Background: an optimization exercise with open tools, aiming at small area, a short achievable clock period and few clock cycles per item. Do not read the settings as production practice.
RTL that was checked went through simulation tests only; none was proved equivalent to the original.

==> inputs of v31 <==
==> flow/design.v (excerpt) <==
module trivium_keystream_generator_top #(
    parameter int MAX_BITS_PER_ITEM = 64
) (
    input  logic                               i_clk,
    input  logic                               i_rst_n,
    input  logic                               i_in_valid,
    output logic                               o_in_ready,
    input  logic                               i_opcode,
    input  logic [tksg_pkg::COUNT_W-1:0]       i_bits_wanted,
    output logic                               o_out_valid,
    input  logic                               i_out_ready,
    output logic [tksg_pkg::WORD_BITS-1:0]     o_keystream_word,
    output logic [tksg_pkg::COUNT_W-1:0]       o_bit_count,
    input  logic                               i_cfg_we,
    input  logic [tksg_pkg::CFG_IDX_W-1:0]     i_cfg_index,
    input  logic [tksg_pkg::WORD_BITS-1:0]     i_cfg_data
);
    tksg_pkg::t_cmd cmd;
    tksg_ctrl #(
        .MAX_BITS_PER_ITEM (MAX_BITS_PER_ITEM)
    ) u_ctrl (
        .i_clk         (i_clk),
        .i_rst_n       (i_rst_n),
        .i_in_valid    (i_in_valid),
        .o_in_ready    (o_in_ready),
        .i_opcode      (i_opcode),
        .i_bits_wanted (i_bits_wanted),
        .o_out_valid   (o_out_valid),
        .i_out_ready   (i_out_ready),
        .i_cfg_we      (i_cfg_we),
        .i_cfg_index   (i_cfg_index),
  ...
clock: 5.0 ns
lec_check: 0
abc_clock_period_in_ps: 2200
cap_margin: 20
core_margin: 2
core_utilization: 60
setup_slack_margin: 2.9
slew_margin: 20
standard.sh (not shown) runs the stock make flow with config.mk's settings and CLKGATE_MAP_FILE= SYNTH_SCRIPT=/design/flow/synth_recipe.tcl, a recipe that flattens the netlist after the stock synthesis.
==> flow/flow/run.sh <==
#!/bin/bash
# standard layout with plain buffers on the ports (instead of the delay cells
# buffer_ports picks by default) and sizing free to change cell footprints
set -euo pipefail
bash standard.sh \
  "BUFFER_PORTS_ARGS=-buffer_cell sky130_fd_sc_hd__buf_4" \
  MATCH_CELL_FOOTPRINT=0 \
  finish > flow_standard.log 2>&1
==> v10: changes against v31 <==
--- a/flow/design.v
+++ b/flow/design.v
@@ -18,17 +18,16 @@
     localparam logic [CFG_IDX_W-1:0] CFG_WARMUP   = 3'd4;
     typedef struct packed {
         logic               load;        
         logic               step64;      
         logic               out_we;      
         logic               out_par;     
         logic               out_shift;   
         logic               ins_bit;     
-        logic               zero;        
         logic [OFF_W-1:0]   off;         
         logic               cnt_we;      
         logic [COUNT_W-1:0] cnt;
     } t_cmd;
 endpackage
 module tksg_ctrl #(
     parameter int MAX_BITS_PER_ITEM = 64
 ) (
@@ -68,16 +67,17 @@
     logic          r_phase;          
     logic [CW-1:0] r_n;
     logic [OW-1:0] r_si;             
     logic          r_take;           
     logic          r_zero;
     logic          accept;
     logic          slot_free;
     logic [CW-1:0] n_in;
+    logic [CW-1:0] n_acc;
     t_kind         kind_in;
     t_kind         kind;
     logic          go;               
     logic          empty_exec;
     logic          new_par;
     logic          pend_par;
     logic          par_exec;
     logic          ser_shift;
@@ -87,18 +87,19 @@
     logic          pend_next;
     logic          steps_nz_next;
     logic [OW-1:0] off_next;
     logic          rdy_next;
     assign accept    = i_in_valid && r_rdy;
     assign slot_free = !r_out_valid || i_out_ready;
     assign n_in      = i_bits_wanted[CW-1] ? CW'(MAX_BITS_PER_ITEM) : i_bits_wanted;
     assign load      = accept && (i_opcode == tksg_pkg::OP_RESTART);
+    assign n_acc     = (i_opcode == tksg_pkg::OP_RESTART) ? '0 : n_in;
     always_comb begin
-        if (i_opcode == tksg_pkg::OP_RESTART || n_in == '0)
+        if (i_opcode == tksg_pkg::OP_RESTART || n_in == '0 || r_zero)
             kind_in = K_EMPTY;
         else if (n_in[CW-1] && r_off == '0)
             kind_in = K_PAR;
         else
             kind_in = K_SER;
     end
     assign kind = r_pend ? r_kind : kind_in;
     assign go   = accept || r_pend;
@@ -122,61 +123,60 @@
     assign rdy_next = !pend_next && !steps_nz_next;
     always_comb begin
         o_cmd           = '0;
         o_cmd.load      = load;
         o_cmd.step64    = r_steps_nz || par_exec || (ser_take && r_off63);
         o_cmd.out_we    = empty_exec || par_exec || ser_shift;
         o_cmd.out_par   = par_exec;
         o_cmd.out_shift = ser_shift;
-        o_cmd.ins_bit   = r_take && !r_zero;
-        o_cmd.zero      = r_zero;
+        o_cmd.ins_bit   = r_take;
         o_cmd.off       = r_off;
         o_cmd.cnt_we    = empty_exec || par_exec || ser_last;
-        o_cmd.cnt       = par_exec ? CW'(MAX_BITS_PER_ITEM) : ser_last ? r_n : '0;
+        o_cmd.cnt       = par_exec ? CW'(MAX_BITS_PER_ITEM) : (r_pend ? r_n : n_acc);
     end
     always_ff @(posedge i_clk) begin
         if (!i_rst_n) begin
             r_warm      <= tksg_pkg::WARMUP_RESET;
             r_steps     <= '0;
             r_steps_nz  <= 1'b0;
             r_off       <= '0;
             r_off63     <= 1'b0;
             r_rdy       <= 1'b1;
-            r_fast      <= 1'b1;
+            r_fast      <= 1'b0;
             r_out_valid <= 1'b0;
             r_pend      <= 1'b0;
             r_ser       <= 1'b0;
             r_phase     <= 1'b0;
             r_zero      <= 1'b1;
         end else begin
             if (i_cfg_we && i_cfg_index == tksg_pkg::CFG_WARMUP)
                 r_warm <= i_cfg_warm;
             if (load)
                 r_steps <= r_warm[RW-1:OW];
             else if (r_steps_nz)
                 r_steps <= r_steps - 1'b1;
             r_steps_nz  <= steps_nz_next;
             r_off       <= off_next;
             r_off63     <= (off_next == '1);
             r_rdy       <= rdy_next;
-            r_fast      <= rdy_next && (off_next == '0);
+            r_fast      <= rdy_next && (off_next == '0) && !(r_zero && !load);
             r_out_valid <= empty_exec || par_exec || ser_last ||
                            (r_out_valid && !i_out_ready);
             r_pend      <= pend_next;
             r_ser       <= (r_ser && !ser_last) || (accept && kind_in == K_SER);
             r_phase     <= r_ser && !r_out_valid && !r_phase;
             if (load)
                 r_zero <= 1'b0;
         end
     end
     always_ff @(posedge i_clk) begin
         if (accept) begin
             r_kind <= kind_in;
-            r_n    <= n_in;
+            r_n    <= n_acc;
             r_si   <= '0;
             r_take <= 1'b1;
         end else if (ser_shift) begin
             r_si   <= r_si + 1'b1;
             r_take <= (CW'(r_si) + 1'b1 < r_n);
         end
     end
     assign o_in_ready  = r_rdy;
@@ -200,17 +200,17 @@
     logic [63:0]   r_iv_low;
     logic [15:0]   r_iv_high;
     logic [3:0]    r_cz;             
     logic [SB-1:0] r_state;
     logic [SB-1:0] load_state;
     logic [SB-1:0] st64;
     logic [U-1:0]  z64;
     logic          zsel;
-    logic [7:0]    r_zgrp;           
+    logic [15:0]   r_zgrp;           
     logic [WB-1:0] r_out_word;
     logic [tksg_pkg::COUNT_W-1:0] r_out_count;
     function automatic logic [SB:0] round(input logic [SB-1:0] s);
         logic t1, t2, t3;
         logic [SB-1:0] n;
         t1 = s[65]  ^ s[92];
         t2 = s[161] ^ s[176];
         t3 = s[242] ^ s[287];
@@ -266,24 +266,24 @@
     always_ff @(posedge i_clk) begin
         if (i_cmd.load) begin
             r_state <= load_state;
         end else if (i_cmd.step64) begin
             r_state <= st64;
         end
     end
     always_ff @(posedge i_clk) begin
-        for (int g = 0; g < 8; g++)
-            r_zgrp[g] <= z64[8*g + int'(i_cmd.off[2:0])];
+        for (int g = 0; g < 16; g++)
+            r_zgrp[g] <= z64[4*g + int'(i_cmd.off[1:0])];
     end
-    assign zsel = r_zgrp[i_cmd.off[5:3]];
+    assign zsel = r_zgrp[i_cmd.off[5:2]];
     always_ff @(posedge i_clk) begin
         if (i_cmd.out_we) begin
             if (i_cmd.out_par)
-                r_out_word <= z64 & {WB{!i_cmd.zero}};
+                r_out_word <= z64;
             else if (i_cmd.out_shift)
                 r_out_word <= {zsel && i_cmd.ins_bit, r_out_word[WB-1:1]};
             else
                 r_out_word <= '0;
         end
         if (i_cmd.cnt_we)
             r_out_count <= i_cmd.cnt;
     end
==> flow/flow/run.sh (replaced) <==
#!/bin/bash
# standard layout with plain buffers on the ports (instead of the delay cells
# buffer_ports picks by default), sizing free to change cell footprints, and
# clock tree sinks clustered by 20 without dummy loads
set -euo pipefail
bash standard.sh \
  "BUFFER_PORTS_ARGS=-buffer_cell sky130_fd_sc_hd__buf_4" \
  MATCH_CELL_FOOTPRINT=0 \
  "CTS_ARGS=-sink_clustering_enable -repair_clock_nets -dont_use_dummy_load -sink_clustering_size 24 -sink_clustering_max_diameter 100" \
  finish > flow_standard.log 2>&1
--- a/flow/config.mk
+++ b/flow/config.mk
@@ -4,10 +4,10 @@
 export VERILOG_FILES = /design/flow/design.v
 export SDC_FILE = /design/flow/constraint.sdc
 export NUM_CORES = 4
 export LEC_CHECK = 0
 export ABC_CLOCK_PERIOD_IN_PS = 2200
 export CAP_MARGIN = 20
 export CORE_MARGIN = 2
 export CORE_UTILIZATION = 60
-export SETUP_SLACK_MARGIN = 2.9
+export SETUP_SLACK_MARGIN = 2.6
 export SLEW_MARGIN = 20
==> flow_metrics.py <==
metrics = {
    "outcome": {
        "status": "no timing/DRC/antenna violations",
    },
    "sta": {
        "hold_slack_ns": 0.471,
        "fin_crit_ns": 2.45,
        "max_slew.worst_pin.slew_ns": 1.10,
    },
    "final_layout": {
        "clk_share_pct": 2.24,
        "drive_gt1_share_pct": 10.9,
        "multi_input_cells": 2061,
    },
    "worst_setup_path": {
        "cpMaxStageDelayCell": "xnor2_1",
        "cp_num_buf_inv": 0,
    },
    "logic_synthesis": {
        "synth-simple-area-share_pct": 14.2,
    },
    "route": {
        "drt_wl_total_mm": 106,
    },
}
That was v10.
==> flow_metrics.py <==
metrics = {
    "sta": {
        "max_slew.worst_pin.slew_ns": 0.899,
        "hold_slack_ns": 0.460,
    },
    "outcome": {
        "status": "no timing/DRC/antenna violations",
    },
    "final_layout": {
        "clk_share_pct": 5.52,
    },
}
That was v31.
Testbench counts of v31, summed over its fixed seeds: cycles 1,352, items 65,536.
Testbench counts of v10, summed over its fixed seeds: cycles 1,352, items 65,536.

==> inputs of yarrow <==
Another version of the RTL of trivium_keystream_generator_top (not shown whole).
==> module tksg_ctrl, before the edit <==
module tksg_ctrl #(
    parameter int MAX_BITS_PER_ITEM = 64
) (
    input  logic                             i_clk,
    input  logic                             i_rst_n,
    input  logic                             i_in_valid,
    output logic                             o_in_ready,
    input  logic                             i_opcode,
    input  logic [tksg_pkg::COUNT_W-1:0]     i_bits_wanted,
    output logic                             o_out_valid,
    input  logic                             i_out_ready,
    input  logic                             i_cfg_we,
    input  logic [tksg_pkg::CFG_IDX_W-1:0]   i_cfg_index,
    input  logic [tksg_pkg::ROUNDS_W-1:0]    i_cfg_warm,
    output tksg_pkg::t_cmd                   o_cmd
);
    localparam int RW = tksg_pkg::ROUNDS_W;
    localparam int CW = tksg_pkg::COUNT_W;
    logic [RW-1:0] r_warm;
    logic [RW-1:0] r_rc;         
    logic          r_ge64;       
    logic          r_nz;         
    logic          r_rdy;
    logic          r_out_valid;
    logic          r_stash_v;
    logic          r_stash_op;
    logic [CW-1:0] r_stash_n;
    logic          r_zero;
    logic          accept;
    logic          slot_free;
    logic [CW-1:0] n_in;
    logic          op;
    logic [CW-1:0] n;
    logic          gexec;
    logic          rpush;
    logic          load;
    logic          n_is64;
    logic          n_nz;
    logic          stash_next;
    logic [RW-1:0] rc_next;
    logic          ge64_next;
    logic          nz_next;
    assign accept    = i_in_valid && r_rdy;
    assign slot_free = !r_out_valid || i_out_ready;
    assign n_in      = i_bits_wanted[CW-1] ? CW'(MAX_BITS_PER_ITEM) : i_bits_wanted;
    assign op        = r_stash_v ? r_stash_op : i_opcode;
    assign n         = r_stash_v ? r_stash_n  : n_in;
    assign n_is64    = n[CW-1];
    assign n_nz      = (n != '0);
    assign gexec = (accept || r_stash_v) && op && slot_free;
    assign rpush = (accept || r_stash_v) && !op && slot_free;
    assign load  = accept && !i_opcode;
    assign stash_next = (accept || r_stash_v) && !slot_free;
    always_comb begin
        rc_next   = r_rc;
        ge64_next = r_ge64;
        nz_next   = r_nz;
        if (load) begin
            rc_next   = r_warm;
            ge64_next = (r_warm[RW-1:6] != '0);
            nz_next   = (r_warm != '0);
        end else if (gexec) begin
            rc_next   = n_is64 ? '0 : RW'(n);
            ge64_next = 1'b0;
            nz_next   = !n_is64 && n_nz;
        end else if (r_ge64) begin
            rc_next   = {r_rc[RW-1:6] - 1'b1, r_rc[5:0]};
            ge64_next = (r_rc[RW-1:7] != '0);
            nz_next   = (r_rc != RW'(64));
        end else if (r_nz) begin
            rc_next   = r_rc - 1'b1;
            ge64_next = 1'b0;
            nz_next   = (r_rc != RW'(1));
        end
    end
    always_comb begin
        o_cmd        = '0;
        o_cmd.load   = load;
        o_cmd.step64 = r_ge64 || (gexec && n_is64);
        o_cmd.step1  = r_nz && !r_ge64;
        o_cmd.out_we = gexec || rpush;
        o_cmd.out_n  = gexec ? n : '0;
        o_cmd.zero   = r_zero;
    end
    always_ff @(posedge i_clk) begin
        if (!i_rst_n) begin
            r_warm      <= tksg_pkg::WARMUP_RESET;
            r_rc        <= '0;
            r_ge64      <= 1'b0;
            r_nz        <= 1'b0;
            r_rdy       <= 1'b1;
            r_out_valid <= 1'b0;
            r_stash_v   <= 1'b0;
            r_zero      <= 1'b1;
        end else begin
            if (i_cfg_we && i_cfg_index == tksg_pkg::CFG_WARMUP)
                r_warm <= i_cfg_warm;
            r_rc        <= rc_next;
            r_ge64      <= ge64_next;
            r_nz        <= nz_next;
            r_rdy       <= !stash_next && !nz_next;
            r_out_valid <= gexec || rpush || (r_out_valid && !i_out_ready);
            r_stash_v   <= stash_next;
            if (load)
                r_zero <= 1'b0;
        end
    end
    always_ff @(posedge i_clk) begin
        if (accept) begin
            r_stash_op <= i_opcode;
            r_stash_n  <= n_in;
        end
    end
    assign o_in_ready  = r_rdy;
    assign o_out_valid = r_out_valid;
endmodule
make LEC_CHECK=0 ABC_CLOCK_PERIOD_IN_PS=2300 CAP_MARGIN=20 CORE_MARGIN=2 CORE_UTILIZATION=40 SETUP_SLACK_MARGIN=2.7 SLEW_MARGIN=20 finish   # period 5.0 ns
run.sh (not shown) runs the stock make flow with config.mk's settings and CLKGATE_MAP_FILE= SYNTH_SCRIPT=/design/flow/synth_recipe.tcl, a recipe that flattens the netlist after the stock synthesis.
Stock flow here: none of the scripts above is used.
==> onyx (differences from yarrow) <==
--- a/flow/config.mk
+++ b/flow/config.mk
@@ -9,5 +9,5 @@
 export CAP_MARGIN = 20
 export CORE_MARGIN = 2
-export CORE_UTILIZATION = 40
+export CORE_UTILIZATION = 60
 export SETUP_SLACK_MARGIN = 2.7
 export SLEW_MARGIN = 20
==> indigo (differences from yarrow) <==
--- a/flow/design.v
+++ b/flow/design.v
@@ -87,7 +87,7 @@
             nz_next   = (r_warm != '0);
         end else if (gexec) begin
-            rc_next   = n_is64 ? '0 : RW'(n);
+            rc_next   = (n_is64 || !n_nz) ? '0 : RW'(n - 1'b1);
             ge64_next = 1'b0;
-            nz_next   = !n_is64 && n_nz;
+            nz_next   = !n_is64 && n_nz && (n != CW'(1));
         end else if (r_ge64) begin
             rc_next   = {r_rc[RW-1:6] - 1'b1, r_rc[5:0]};
@@ -104,5 +104,5 @@
         o_cmd.load   = load;
         o_cmd.step64 = r_ge64 || (gexec && n_is64);
-        o_cmd.step1  = r_nz && !r_ge64;
+        o_cmd.step1  = (r_nz && !r_ge64) || (gexec && n_nz && !n_is64);
         o_cmd.out_we = gexec || rpush;
         o_cmd.out_n  = gexec ? n : '0;
--- a/flow/config.mk
+++ b/flow/config.mk
@@ -6,8 +6,6 @@
 export NUM_CORES = 4
 export LEC_CHECK = 0
-export ABC_CLOCK_PERIOD_IN_PS = 2300
 export CAP_MARGIN = 20
 export CORE_MARGIN = 2
 export CORE_UTILIZATION = 40
-export SETUP_SLACK_MARGIN = 2.7
 export SLEW_MARGIN = 20
==> summary of the runs <==
Of indigo and yarrow, yarrow has the higher worst setup slack (gap 1.2 ns).
Between onyx and yarrow, the lower final area is in onyx (gap 4.8%, measured against yarrow).
Of yarrow and onyx, onyx has the higher hold slack (gap 0.0047 ns).
Sequential share of layout area is about the same in indigo and onyx.
In yarrow the final cell count is smaller than in indigo, by 2.5%.
Wire length: yarrow > indigo > onyx.
Clock skew, highest first: onyx, yarrow, indigo.
Synthesized area: indigo is higher than yarrow (about 2.8%).
The highest fmax belongs to yarrow, the lowest to indigo.
==> figures <==
                                                                           onyx     indigo                           yarrow
Inverter count of the layout excluding clock inverters                          14         16                               14
Number of non-clock buffers in the layout                                      269        216                              313
Wire length of the first global-routing pass                             161800 um  169200 um                        177500 um
Setup repair after global routing missed its margin                           true      false                             true
Post-Synth XOR/XNOR Area                                                    20.13%     19.77%                           20.13%
Status                                            no timing/DRC/antenna violations  no timing/DRC/antenna violations  no timing/DRC/antenna violations
Met1 Usage GRT                                                              57.65%     41.31%                           45.03%
Overall routed net length                                                117700 um  119200 um                        131200 um
Starting Density                                                            61.07%     40.22%                           40.44%
Count of mapped cells out of synthesis                                        2918       3141                             2918
Number of distinct standard cells referenced by the synthesized netlist         64         66                               64
Met2 track demand over resource in global routing                           60.75%     42.85%                           48.91%
Reg2reg path depth                                                               5          7                               11
Cell type taking the most area                                           registers  registers  multi-input combinational cells
Portion of synthesized cell area occupied by the leading cell type          38.95%     37.89%                           38.95%
Number of instances resized during post-cts repair                             154          0                              286
Fraction of final layout cells with drive strength greater than 1           9.891%     6.248%                           14.28%
Share of the clock period used by the worst path                            48.59%     71.43%                           48.22%
Testbench counts of indigo, summed over its fixed seeds: cycles 1,352, items 65,536.
Only the layout flow was run in yarrow and onyx; the RTL was not checked for function there.

[re-timing with driven ports]
Ports are ideal in the flow. The routed layouts listed here were re-timed in OpenROAD.
Step 1: set_driving_cell puts a clkbuf_16 on i_clk and a buf_2 on each other input, an assumption about the parent block.
Step 2 also shifts input and output timing later by t, the mid clock arrival at the registers, as if the neighbouring blocks saw the same clock.
Slacks: ideal ports / drivers / drivers and shift; pairs: ideal ports / drivers.
run	t, ns	slack for setup (ns)	worst setup path after step 2	worst slew at a driven data input, ns
v31	0.696	2.738 / 2.673 / 2.196	input to register	0.06
v10	0.666	2.547 / 2.547 / 2.065	input to register	0.06
yarrow	0.707	2.589 / 2.589 / 1.934	input to register	0.05
onyx	0.714	2.570 / 2.570 / 2.005	input to register	0.05
indigo	0.704	1.429 / 1.468 / 0.764	input to register	0.07
After both steps setup and hold are still met in every run listed. For indigo, which loses most, drivers alone change the setup slack by +0.039 ns; drivers and shift together by -0.665 ns.
